This design comes from an exercise in tuning for small area, a short achievable clock period and few clock cycles per item on the open sky130 flow, not from production work.
At most, simulation tests tie the RTL to the original design; equivalence was not proved.

==> inputs of 03-18 <==
// inclusive_day_count_between_dates
module inclusive_day_count_between_dates #(
	parameter int unsigned MAX_YEAR = 9999
) (
	input  logic        clk,
	input  logic        arst_n,
	input  logic        dates_valid,
	output logic        dates_ready,
	input  logic [4:0]  dates_start_day,
	input  logic [3:0]  dates_start_month,
	input  logic [13:0] dates_start_year,
	input  logic [4:0]  dates_end_day,
	input  logic [3:0]  dates_end_month,
	input  logic [13:0] dates_end_year,
	output logic        result_valid,
	input  logic        result_ready,
	output logic [21:0] result_day_count,
	output logic        result_order_error
);
Settings: LEC_CHECK=0, CAP_MARGIN=20, CORE_MARGIN=2, CORE_UTILIZATION=40, CTS_BUF_LIST=sky130_fd_sc_hd__clkbuf_8, CTS_CLUSTER_DIAMETER=200, CTS_CLUSTER_SIZE=50, SETUP_SLACK_MARGIN=5, SLEW_MARGIN=20, SYNTH_HIERARCHICAL=1; clock period 10.0 ns.
standard.sh (not shown) runs the stock make flow with config.mk's settings and CLKGATE_MAP_FILE= SYNTH_SCRIPT=/design/flow/synth_recipe.tcl, a recipe that flattens the netlist after the stock synthesis.
==> flow/flow/run.sh <==
#!/bin/bash
# The standard layout (the standard.sh, unchanged synthesis), with the
# port buffers made from the smallest buffer cell instead of the default
# choice; the resizer still upsizes them where timing needs it. ORFS writes
# each step's full log under orfs/logs; make's own output goes to
# standard.log.
set -uo pipefail
bash standard.sh "BUFFER_PORTS_ARGS=-buffer_cell sky130_fd_sc_hd__buf_1" finish > standard.log 2>&1
==> inputs of 07-28, as changes to 03-18 <==
--- a/flow/config.mk
+++ b/flow/config.mk
@@ -11,4 +11,2 @@
 export CTS_BUF_LIST = sky130_fd_sc_hd__clkbuf_8
-export CTS_CLUSTER_DIAMETER = 200
-export CTS_CLUSTER_SIZE = 50
 export SETUP_SLACK_MARGIN = 5
==> summary of the runs <==
In area after synthesis, 03-18 and 07-28 do not differ. Critical path depth is the same in 03-18 and 07-28. Register-to-register slack is about the same in 07-28 and 03-18. Non-clock buffer count is the same in 03-18 and 07-28. 07-28 ran to the end with no violations. 03-18 produced a clean layout. Sequential share of layout area is the same in 03-18 and 07-28. In cell count, 03-18 and 07-28 do not differ. Clock-buffer cell count is the same in 03-18 and 07-28. Via count is the same in 03-18 and 07-28.
No functional check of the RTL was part of any run of this note.

---

==> inputs of job 9978 <==
Another version of the RTL of inclusive_day_count_between_dates (not shown whole).
export LEC_CHECK = 0
export CAP_MARGIN = 20
export CORE_MARGIN = 2
export CORE_UTILIZATION = 40
export CTS_BUF_LIST = sky130_fd_sc_hd__clkbuf_8
export SETUP_SLACK_MARGIN = 5
export SLEW_MARGIN = 20
export SYNTH_HIERARCHICAL = 1
create_clock -name core_clock -period 10.0 [get_ports {clk}]
Scripts as last shown in full above: flow/flow/run.sh
==> job 606 (differences from job 9978) <==
--- a/flow/design.v
+++ b/flow/design.v
@@ -819,15 +819,53 @@
 	assign d_v_74 = d_v_21 ^ d_v_50;
 	assign d_v_75 = d_v_23 ^ d_v_60;
 	assign d_v_76 = 1'b1 ^ d_v_46;
 	logic [12:0] da;
 	assign da = {d_v_76, d_v_75, d_v_74, d_v_73, d_v_72, d_v_71, d_v_70, d_v_69, d_v_68, d_v_67, d_v_66, d_v_65, d_v_64};
 	logic [8:0] te_t;
-	idc_tab_te u_te_t (.sel(e_month), .val(te_t));
+	always_comb begin
+		case (e_month)
+			4'd0: te_t = 9'd0;
+			4'd1: te_t = 9'd0;
+			4'd2: te_t = 9'd31;
+			4'd3: te_t = 9'd59;
+			4'd4: te_t = 9'd90;
+			4'd5: te_t = 9'd120;
+			4'd6: te_t = 9'd151;
+			4'd7: te_t = 9'd181;
+			4'd8: te_t = 9'd212;
+			4'd9: te_t = 9'd243;
+			4'd10: te_t = 9'd273;
+			4'd11: te_t = 9'd304;
+			4'd12: te_t = 9'd334;
+			4'd13: te_t = 9'd365;
+			4'd14: te_t = 9'd365;
+			4'd15: te_t = 9'd365;
+		endcase
+	end
 	logic [8:0] ts_t;
-	idc_tab_ts u_ts_t (.sel(s_month), .val(ts_t));
+	always_comb begin
+		case (s_month)
+			4'd0: ts_t = 9'd365;
+			4'd1: ts_t = 9'd365;
+			4'd2: ts_t = 9'd334;
+			4'd3: ts_t = 9'd306;
+			4'd4: ts_t = 9'd275;
+			4'd5: ts_t = 9'd245;
+			4'd6: ts_t = 9'd214;
+			4'd7: ts_t = 9'd184;
+			4'd8: ts_t = 9'd153;
+			4'd9: ts_t = 9'd122;
+			4'd10: ts_t = 9'd92;
+			4'd11: ts_t = 9'd61;
+			4'd12: ts_t = 9'd31;
+			4'd13: ts_t = 9'd0;
+			4'd14: ts_t = 9'd0;
+			4'd15: ts_t = 9'd0;
+		endcase
+	end
 	logic [4:0] sdn;
 	assign sdn = ~s_day;
 	logic w_v_1;
 	logic w_v_2;
 	logic w_v_3;
 	logic w_v_4;
@@ -1003,13 +1041,32 @@
 			v_q   <= v;
 			sb_q  <= s_b;
 			eb_q  <= e_b;
 		end
 	end
 	logic [12:0] yb_t;
-	idc_tab_yb u_yb_t (.sel({eb_q, sb_q}), .val(yb_t));
+	always_comb begin
+		case ({eb_q, sb_q})
+			4'd0: yb_t = 13'd3604;
+			4'd1: yb_t = 13'd3239;
+			4'd2: yb_t = 13'd2874;
+			4'd3: yb_t = 13'd2509;
+			4'd4: yb_t = 13'd3969;
+			4'd5: yb_t = 13'd3604;
+			4'd6: yb_t = 13'd3239;
+			4'd7: yb_t = 13'd2874;
+			4'd8: yb_t = 13'd4334;
+			4'd9: yb_t = 13'd3969;
+			4'd10: yb_t = 13'd3604;
+			4'd11: yb_t = 13'd3239;
+			4'd12: yb_t = 13'd4699;
+			4'd13: yb_t = 13'd4334;
+			4'd14: yb_t = 13'd3969;
+			4'd15: yb_t = 13'd3604;
+		endcase
+	end
 	logic t_1;
 	logic t_2;
 	logic t_3;
 	logic t_4;
 	logic t_5;
 	logic t_6;
@@ -1646,87 +1703,12 @@
 			r_q <= r_d;
 		end
 	end
 	assign day_count   = r_q[22] ? 22'd0 : r_q[21:0];
 	assign order_error = r_q[22] || (r_q == 23'd0);
 endmodule
-module idc_tab_te (
-	input  logic [3:0] sel,
-	output logic [8:0] val
-);
-	always_comb begin
-		case (sel)
-			4'd0: val = 9'd0;
-			4'd1: val = 9'd0;
-			4'd2: val = 9'd31;
-			4'd3: val = 9'd59;
-			4'd4: val = 9'd90;
-			4'd5: val = 9'd120;
-			4'd6: val = 9'd151;
-			4'd7: val = 9'd181;
-			4'd8: val = 9'd212;
-			4'd9: val = 9'd243;
-			4'd10: val = 9'd273;
-			4'd11: val = 9'd304;
-			4'd12: val = 9'd334;
-			4'd13: val = 9'd365;
-			4'd14: val = 9'd365;
-			4'd15: val = 9'd365;
-		endcase
-	end
-endmodule
-module idc_tab_ts (
-	input  logic [3:0] sel,
-	output logic [8:0] val
-);
-	always_comb begin
-		case (sel)
-			4'd0: val = 9'd365;
-			4'd1: val = 9'd365;
-			4'd2: val = 9'd334;
-			4'd3: val = 9'd306;
-			4'd4: val = 9'd275;
-			4'd5: val = 9'd245;
-			4'd6: val = 9'd214;
-			4'd7: val = 9'd184;
-			4'd8: val = 9'd153;
-			4'd9: val = 9'd122;
-			4'd10: val = 9'd92;
-			4'd11: val = 9'd61;
-			4'd12: val = 9'd31;
-			4'd13: val = 9'd0;
-			4'd14: val = 9'd0;
-			4'd15: val = 9'd0;
-		endcase
-	end
-endmodule
-module idc_tab_yb (
-	input  logic [3:0] sel,
-	output logic [12:0] val
-);
-	always_comb begin
-		case (sel)
-			4'd0: val = 13'd3604;
-			4'd1: val = 13'd3239;
-			4'd2: val = 13'd2874;
-			4'd3: val = 13'd2509;
-			4'd4: val = 13'd3969;
-			4'd5: val = 13'd3604;
-			4'd6: val = 13'd3239;
-			4'd7: val = 13'd2874;
-			4'd8: val = 13'd4334;
-			4'd9: val = 13'd3969;
-			4'd10: val = 13'd3604;
-			4'd11: val = 13'd3239;
-			4'd12: val = 13'd4699;
-			4'd13: val = 13'd4334;
-			4'd14: val = 13'd3969;
-			4'd15: val = 13'd3604;
-		endcase
-	end
-endmodule
 module idc_fa (
 	input  logic a,
 	input  logic b,
 	input  logic c,
 	output logic s,
 	output logic co
Settings changed: SETUP_SLACK_MARGIN 5 to 4.6.
==> job 1394 (differences from job 9978) <==
--- a/flow/design.v
+++ b/flow/design.v
@@ -819,15 +819,53 @@
 	assign d_v_74 = d_v_21 ^ d_v_50;
 	assign d_v_75 = d_v_23 ^ d_v_60;
 	assign d_v_76 = 1'b1 ^ d_v_46;
 	logic [12:0] da;
 	assign da = {d_v_76, d_v_75, d_v_74, d_v_73, d_v_72, d_v_71, d_v_70, d_v_69, d_v_68, d_v_67, d_v_66, d_v_65, d_v_64};
 	logic [8:0] te_t;
-	idc_tab_te u_te_t (.sel(e_month), .val(te_t));
+	always_comb begin
+		case (e_month)
+			4'd0: te_t = 9'd0;
+			4'd1: te_t = 9'd0;
+			4'd2: te_t = 9'd31;
+			4'd3: te_t = 9'd59;
+			4'd4: te_t = 9'd90;
+			4'd5: te_t = 9'd120;
+			4'd6: te_t = 9'd151;
+			4'd7: te_t = 9'd181;
+			4'd8: te_t = 9'd212;
+			4'd9: te_t = 9'd243;
+			4'd10: te_t = 9'd273;
+			4'd11: te_t = 9'd304;
+			4'd12: te_t = 9'd334;
+			4'd13: te_t = 9'd365;
+			4'd14: te_t = 9'd365;
+			4'd15: te_t = 9'd365;
+		endcase
+	end
 	logic [8:0] ts_t;
-	idc_tab_ts u_ts_t (.sel(s_month), .val(ts_t));
+	always_comb begin
+		case (s_month)
+			4'd0: ts_t = 9'd365;
+			4'd1: ts_t = 9'd365;
+			4'd2: ts_t = 9'd334;
+			4'd3: ts_t = 9'd306;
+			4'd4: ts_t = 9'd275;
+			4'd5: ts_t = 9'd245;
+			4'd6: ts_t = 9'd214;
+			4'd7: ts_t = 9'd184;
+			4'd8: ts_t = 9'd153;
+			4'd9: ts_t = 9'd122;
+			4'd10: ts_t = 9'd92;
+			4'd11: ts_t = 9'd61;
+			4'd12: ts_t = 9'd31;
+			4'd13: ts_t = 9'd0;
+			4'd14: ts_t = 9'd0;
+			4'd15: ts_t = 9'd0;
+		endcase
+	end
 	logic [4:0] sdn;
 	assign sdn = ~s_day;
 	logic w_v_1;
 	logic w_v_2;
 	logic w_v_3;
 	logic w_v_4;
@@ -1003,13 +1041,32 @@
 			v_q   <= v;
 			sb_q  <= s_b;
 			eb_q  <= e_b;
 		end
 	end
 	logic [12:0] yb_t;
-	idc_tab_yb u_yb_t (.sel({eb_q, sb_q}), .val(yb_t));
+	always_comb begin
+		case ({eb_q, sb_q})
+			4'd0: yb_t = 13'd3604;
+			4'd1: yb_t = 13'd3239;
+			4'd2: yb_t = 13'd2874;
+			4'd3: yb_t = 13'd2509;
+			4'd4: yb_t = 13'd3969;
+			4'd5: yb_t = 13'd3604;
+			4'd6: yb_t = 13'd3239;
+			4'd7: yb_t = 13'd2874;
+			4'd8: yb_t = 13'd4334;
+			4'd9: yb_t = 13'd3969;
+			4'd10: yb_t = 13'd3604;
+			4'd11: yb_t = 13'd3239;
+			4'd12: yb_t = 13'd4699;
+			4'd13: yb_t = 13'd4334;
+			4'd14: yb_t = 13'd3969;
+			4'd15: yb_t = 13'd3604;
+		endcase
+	end
 	logic t_1;
 	logic t_2;
 	logic t_3;
 	logic t_4;
 	logic t_5;
 	logic t_6;
@@ -1646,87 +1703,12 @@
 			r_q <= r_d;
 		end
 	end
 	assign day_count   = r_q[22] ? 22'd0 : r_q[21:0];
 	assign order_error = r_q[22] || (r_q == 23'd0);
 endmodule
-module idc_tab_te (
-	input  logic [3:0] sel,
-	output logic [8:0] val
-);
-	always_comb begin
-		case (sel)
-			4'd0: val = 9'd0;
-			4'd1: val = 9'd0;
-			4'd2: val = 9'd31;
-			4'd3: val = 9'd59;
-			4'd4: val = 9'd90;
-			4'd5: val = 9'd120;
-			4'd6: val = 9'd151;
-			4'd7: val = 9'd181;
-			4'd8: val = 9'd212;
-			4'd9: val = 9'd243;
-			4'd10: val = 9'd273;
-			4'd11: val = 9'd304;
-			4'd12: val = 9'd334;
-			4'd13: val = 9'd365;
-			4'd14: val = 9'd365;
-			4'd15: val = 9'd365;
-		endcase
-	end
-endmodule
-module idc_tab_ts (
-	input  logic [3:0] sel,
-	output logic [8:0] val
-);
-	always_comb begin
-		case (sel)
-			4'd0: val = 9'd365;
-			4'd1: val = 9'd365;
-			4'd2: val = 9'd334;
-			4'd3: val = 9'd306;
-			4'd4: val = 9'd275;
-			4'd5: val = 9'd245;
-			4'd6: val = 9'd214;
-			4'd7: val = 9'd184;
-			4'd8: val = 9'd153;
-			4'd9: val = 9'd122;
-			4'd10: val = 9'd92;
-			4'd11: val = 9'd61;
-			4'd12: val = 9'd31;
-			4'd13: val = 9'd0;
-			4'd14: val = 9'd0;
-			4'd15: val = 9'd0;
-		endcase
-	end
-endmodule
-module idc_tab_yb (
-	input  logic [3:0] sel,
-	output logic [12:0] val
-);
-	always_comb begin
-		case (sel)
-			4'd0: val = 13'd3604;
-			4'd1: val = 13'd3239;
-			4'd2: val = 13'd2874;
-			4'd3: val = 13'd2509;
-			4'd4: val = 13'd3969;
-			4'd5: val = 13'd3604;
-			4'd6: val = 13'd3239;
-			4'd7: val = 13'd2874;
-			4'd8: val = 13'd4334;
-			4'd9: val = 13'd3969;
-			4'd10: val = 13'd3604;
-			4'd11: val = 13'd3239;
-			4'd12: val = 13'd4699;
-			4'd13: val = 13'd4334;
-			4'd14: val = 13'd3969;
-			4'd15: val = 13'd3604;
-		endcase
-	end
-endmodule
 module idc_fa (
 	input  logic a,
 	input  logic b,
 	input  logic c,
 	output logic s,
 	output logic co
Settings changed: CORE_UTILIZATION 40 to 65, PLACE_DENSITY set to 0.75.
==> key figures <==
STA
  – Relative slew margins: 43.8%
  – Unrepaired setup endpoints after global routing: true
  – Setup clock skew after layout: around 10 ps

Min path
  – Hold EP: u_ctrl.v2_q$_DFFE_PN0P_

Layout
  – Clk tree area frac: 1.67%
  – Multi-input gates: 676
  – Sequential share of cell area: 18.9%
  – Invs w/o clock: 57

GRT
  – Vias in the first global route: 6203
  – GR Util met1: 24.0%

Route
  – Detailed-route via count: 6018

Yosys
  – Yosys Warn Count: 11

Status
  – Outcome: complete, no violations

Critical path
  – Startpoint Class: flop
# the run above: job 9978

==> key figures <==
Die
  – Die Span X: 124 microns

GRT
  – Met3 Use GR: 3.94%
  – GR Util met1: 35.2%

STA
  – Relative slew margins: between 40% and 50%
  – Setup clock skew after layout: 15.2 ps
  – Unrepaired setup endpoints after global routing: true
  – Setup TNS: 0 ps

Layout
  – Invs w/o clock: 55
  – Sequential share of cell area: 19.5%
  – Clk tree area frac: between 2 and 2.5%
  – Sequential Area: roughly 2000 sq um

Critical path
  – Startpoint Class: flop

Status
  – Outcome: complete, no violations

Min path
  – Hold EP: u_ctrl.v1_q$_DFFE_PN0P_

Yosys
  – Yosys Warn Count: 8

Route
  – Detailed-route via count: approximately 6500
# the run above: job 1394

==> key figures <==
Layout
  – Sequential share of cell area: around 20%
  – Clk tree area frac: around 2.2%
  – Multi-input gates: 678

GRT
  – Vias in the first global route: about 6000
  – GR Util met1: between 20% and 30%

Min path
  – Hold EP: u_ctrl.v2_q$_DFFE_PN0P_

Status
  – Outcome: complete, no violations

Placed design
  – Placed Instances: 1195

STA
  – Unrepaired setup endpoints after global routing: false
  – Hold Fails Final Rpt: 0
  – Relative slew margins: 45.4%
  – Setup clock skew after layout: around 6.1 ps

Yosys
  – Yosys Warn Count: 8

Route
  – Detailed-route via count: roughly 5900

Clock tree
  – CTS Buf Count: 9
# the run above: job 606

Testbench counts of job 606, summed over its fixed seeds: cycles 3,216, items 3,200.
Testbench counts of job 1394, summed over its fixed seeds: cycles 3,216, items 3,200.
The RTL of job 9978 was laid out without a check of its function.

## re-timing with driven ports
How much do the figures lean on ideal ports? The routed layouts below were timed once more, with nothing changed but the port constraints.
Step 1 sets driving cells, clkbuf_16 on the clock port and buf_2 on the other inputs (assumed; they add their load-dependent delay and slew).
Step 2 times the ports against the registers' clock, not the clock port: input delays grow and output delays shrink by t, the midpoint of the rising clock arrivals with the driver on.
Three values: ideal, step 1, step 2; two values: the first two.
| run | t, ns | slack for setup (ns) | worst setup path after step 2 | cell pins on the clock port's net |
|---|---|---|---|---|
| 03-18 | 0.382 | 4.947 / 4.944 / 4.562 | input to register | 1 |
| 07-28 | 0.382 | 4.947 / 4.944 / 4.562 | input to register | 1 |
| job 9978 | 0.388 | 5.050 / 5.050 / 4.674 | input to register | 1 |
| job 606 | 0.400 | 4.736 / 4.752 / 4.352 | input to register | 1 |
| job 1394 | 0.386 | 4.847 / 4.847 / 4.684 | input to register | 1 |
After both steps every run listed still meets setup and hold.
